This is an optimization exercise on Yosys and OpenROAD, whose aim is small area, a short achievable clock period and few clock cycles per item, not a production implementation.
Only simulation tests tie the RTL to the original design; equivalence was not proved.

== run A ==
// idct_top
module idct_top #(
	parameter int ROW_PITCH = 320
) (
	input logic Clock,
	input logic Resetn,
	input logic start,
	input logic [17:0] in_base,
	input logic [17:0] out_base,
	input logic [15:0] sram_read_data,
	output logic [17:0] sram_address,
	output logic [15:0] sram_write_data,
	output logic sram_we_n,
	output logic busy,
	output logic finish
);
Size in the first run: ~14,000 cells after synthesis, roughly 3,300 flip-flops, roughly 92 I/O pins, about 130,000 um^2 of cells after synthesis.
Settings: LEC_CHECK=0, ABC_AREA=1, CAP_MARGIN=20, CORE_MARGIN=2, CORE_UTILIZATION=40, PLACE_DENSITY=0.6, SETUP_SLACK_MARGIN=5, SLEW_MARGIN=20, SYNTH_MEMORY_MAX_BITS=8192; clock period 10.0 ns.
standard.sh (not shown) runs the stock make flow with config.mk's settings and CLKGATE_MAP_FILE= SYNTH_SCRIPT=/design/flow/synth_recipe.tcl, a recipe that flattens the netlist after the stock synthesis.
==> flow/flow/run.sh <==
#!/bin/bash
# Standard layout, with timing repair aimed at a tighter period than the
# clock's (the constraints are unchanged), and a clock tree of larger sink
# clusters driven by smaller buffers, without dummy loads.
set -euo pipefail
bash standard.sh SETUP_SLACK_MARGIN=6.0 \
  "CTS_ARGS=-sink_clustering_enable -repair_clock_nets -dont_use_dummy_load -sink_clustering_size 40 -buf_list {sky130_fd_sc_hd__clkbuf_4 sky130_fd_sc_hd__clkbuf_8}" \
  finish > orfs_flow.log 2>&1
Testbench counts of run A, summed over its fixed seeds: cycles 7,048, blocks 64.
Relative to run A, the following input files were edited for run B:
Settings: ABC_AREA removed (was 1).
[summary]
- Diff run B and run A: clock insertion delay at the later pin of the skew report higher in run B
- Run B vs run A — post-layout minimum cycle time rose 0.23 ns.
- Between run B and run A, the met3 track demand over resource is lower for run B.
- The maximum fanout along the worst path of run B exceeds that of run A by 3.
--- input diff run B..run C ---
==> flow/flow/run.sh <==
#!/bin/bash
# Standard layout, with timing repair aimed at a tighter period than the
# clock's (the constraints are unchanged), and a clock tree of larger sink
# clusters driven by smaller buffers, without dummy loads.
set -euo pipefail
bash standard.sh SETUP_SLACK_MARGIN=6.2 \
  "CTS_ARGS=-sink_clustering_enable -repair_clock_nets -dont_use_dummy_load -sink_clustering_size 64 -buf_list {sky130_fd_sc_hd__clkbuf_4 sky130_fd_sc_hd__clkbuf_8}" \
  finish > orfs_flow.log 2>&1
Results
Slowest cell on the critical path = o41ai_4: run C; slowest cell on the critical path = mux4_2: run B
Met2 usage in global routing: run C higher than run B
Number of non-clock buffers in the layout, run C vs run B: up by more than a quarter
Run C against run B: total detailed-routing wirelength rose about 2.4%; post-CTS repair timing setup buffer count moved up; post-detailed-route via-to-cell ratio level.
Run C vs run B: post-placement setup slack up in run C
Compare run B and run C | via count higher: run C

* * *

build 40:
Another version of the RTL of idct_top (not shown whole).
Size: ~10000 cells after synthesis, roughly 3400 flip-flops, ~92 I/O pins.
clock: 10.0 ns
lec_check: 0
cap_margin: 20
core_margin: 2
core_utilization: 40
place_density: 0.6
setup_slack_margin: 5
slew_margin: 20
synth_memory_max_bits: 8192
==> flow/flow/run.sh <==
#!/bin/bash
# Standard layout, with timing repair aimed at a tighter period than the
# clock's (the constraints are unchanged).
set -euo pipefail
bash standard.sh SETUP_SLACK_MARGIN=6.0 finish > orfs_flow.log 2>&1
Per the final summary, build 40 finished and its layout is clean on timing, DRC and antenna.
Testbench counts of build 40, summed over its fixed seeds: cycles 7,112, blocks 64.
Modified inputs, build 47 compared to build 40
Settings: swapping 40 for 55 in CORE_UTILIZATION; swapping 0.6 for 0.7 in PLACE_DENSITY.
==> comparison <==
Build 47 vs. build 40: number of violations reported at the end of detailed-routing iteration 0 went up by 429.
The last element of the critical path comes out sram_address[10] in one run and t_reg[22] in the other, namely in build 47 and build 40 respectively.
Build 47 against build 40: sequential share of layout area saw an increase.
Relative to build 40, the wire length of build 47 is lower by 2.4%.
Build 47: design area is about 1.4% lower than what build 40 reported.
Looking at detail-routed net length per standard cell, build 47 sits 6.1% higher than build 40 does.
| smallest hold slack | build 47 vs build 40 | 0.0036 ns higher |
On number of optimization iterations in the first detailed-route pass: between build 40 and build 47, it ends up lower for build 40.
| overall fraction of global-route tracks in use | build 47 vs build 40 | 6.2 points higher |
Setup changes, build 47 to build 55
Settings: PLACE_DENSITY changed from 0.7 to 0.6; CORE_UTILIZATION changed from 55 to 40.
==> flow/flow/run.sh <==
#!/bin/bash
# Standard layout, with timing repair aimed at a tighter period than the
# clock's (the constraints are unchanged), and a clock tree of larger sink
# clusters driven by smaller buffers, without dummy loads.
set -euo pipefail
bash standard.sh SETUP_SLACK_MARGIN=6.0 \
  "CTS_ARGS=-sink_clustering_enable -repair_clock_nets -dont_use_dummy_load -sink_clustering_size 24 -buf_list sky130_fd_sc_hd__clkbuf_8" \
  finish > orfs_flow.log 2>&1
Results
- Build 55 vs. build 47: sequential share of layout area saw an increase; tap cell count saw an increase; residual overflow from global routing saw little to no change; layout clock buffer count saw an increase.
- Compared with build 47, build 55 shows minimum clock period lower by 0.020 ns.
- Of build 47 and build 55, the run reporting the lower area growth from synthesis to layout was build 55.
- The cell with the biggest individual delay on the critical path comes out clkdlybuf4s50_1 in one run and or4_1 in the other, namely in build 47 and build 55 respectively.
Here is what was changed in the inputs of build 63 compared with build 55.
==> flow/flow/run.sh <==
#!/bin/bash
# Standard layout, with timing repair aimed at a tighter period than the
# clock's (the constraints are unchanged).
set -euo pipefail
bash standard.sh SETUP_SLACK_MARGIN=6.7 finish > orfs_flow.log 2>&1
==> results.txt <==
- Number of placed cells counting well taps essentially unchanged between build 55 and build 63.
- The higher final hold slack of build 55 and build 63 is in build 63.
- On setup clock skew after layout, build 55 loses to build 63.

## afterwards: timing with drivers on the ports
The flow's constraints put no driver on any port. The routed layouts listed below were extracted and timed again, unchanged, in two steps.
Step 1 (the two cells are an assumption about what drives the block):
set clk [get_ports {Clock}]
set_driving_cell -lib_cell sky130_fd_sc_hd__clkbuf_16 $clk
set_driving_cell -lib_cell sky130_fd_sc_hd__buf_2 [delete_from_list [all_inputs] $clk]
Step 2 adds t to the input delays and takes it off the output delays; t is the mean of the earliest and latest rising clock arrival at the registers after step 1. Input paths then give back, and output paths get back, about the clock's delay inside the block.
a / b / c = no drivers / after step 1 / after step 2; a / b = the first two.
run | t, ns | slack for setup (ns) | worst setup path after step 2 | pins driven straight from the clock port
run A | 1.175 | 6.161 / 6.068 / 5.742 | input to register | 1
run B | 1.170 | 5.932 / 5.932 / 5.641 | input to register | 1
run C | 1.151 | 6.039 / 6.039 / 5.402 | input to register | 1
build 40 | 0.981 | 6.083 / 6.031 / 5.880 | input to register | 1
build 47 | 1.024 | 6.083 / 5.991 / 5.667 | input to register | 1
build 55 | 1.159 | 6.102 / 6.069 / 5.861 | input to register | 1
build 63 | 0.998 | 6.158 / 6.158 / 5.968 | input to register | 1
After both steps every run listed still meets setup and hold. The setup slack of run C, which loses most, moves by 0.000 ns with the drivers and by -0.637 ns with both steps.
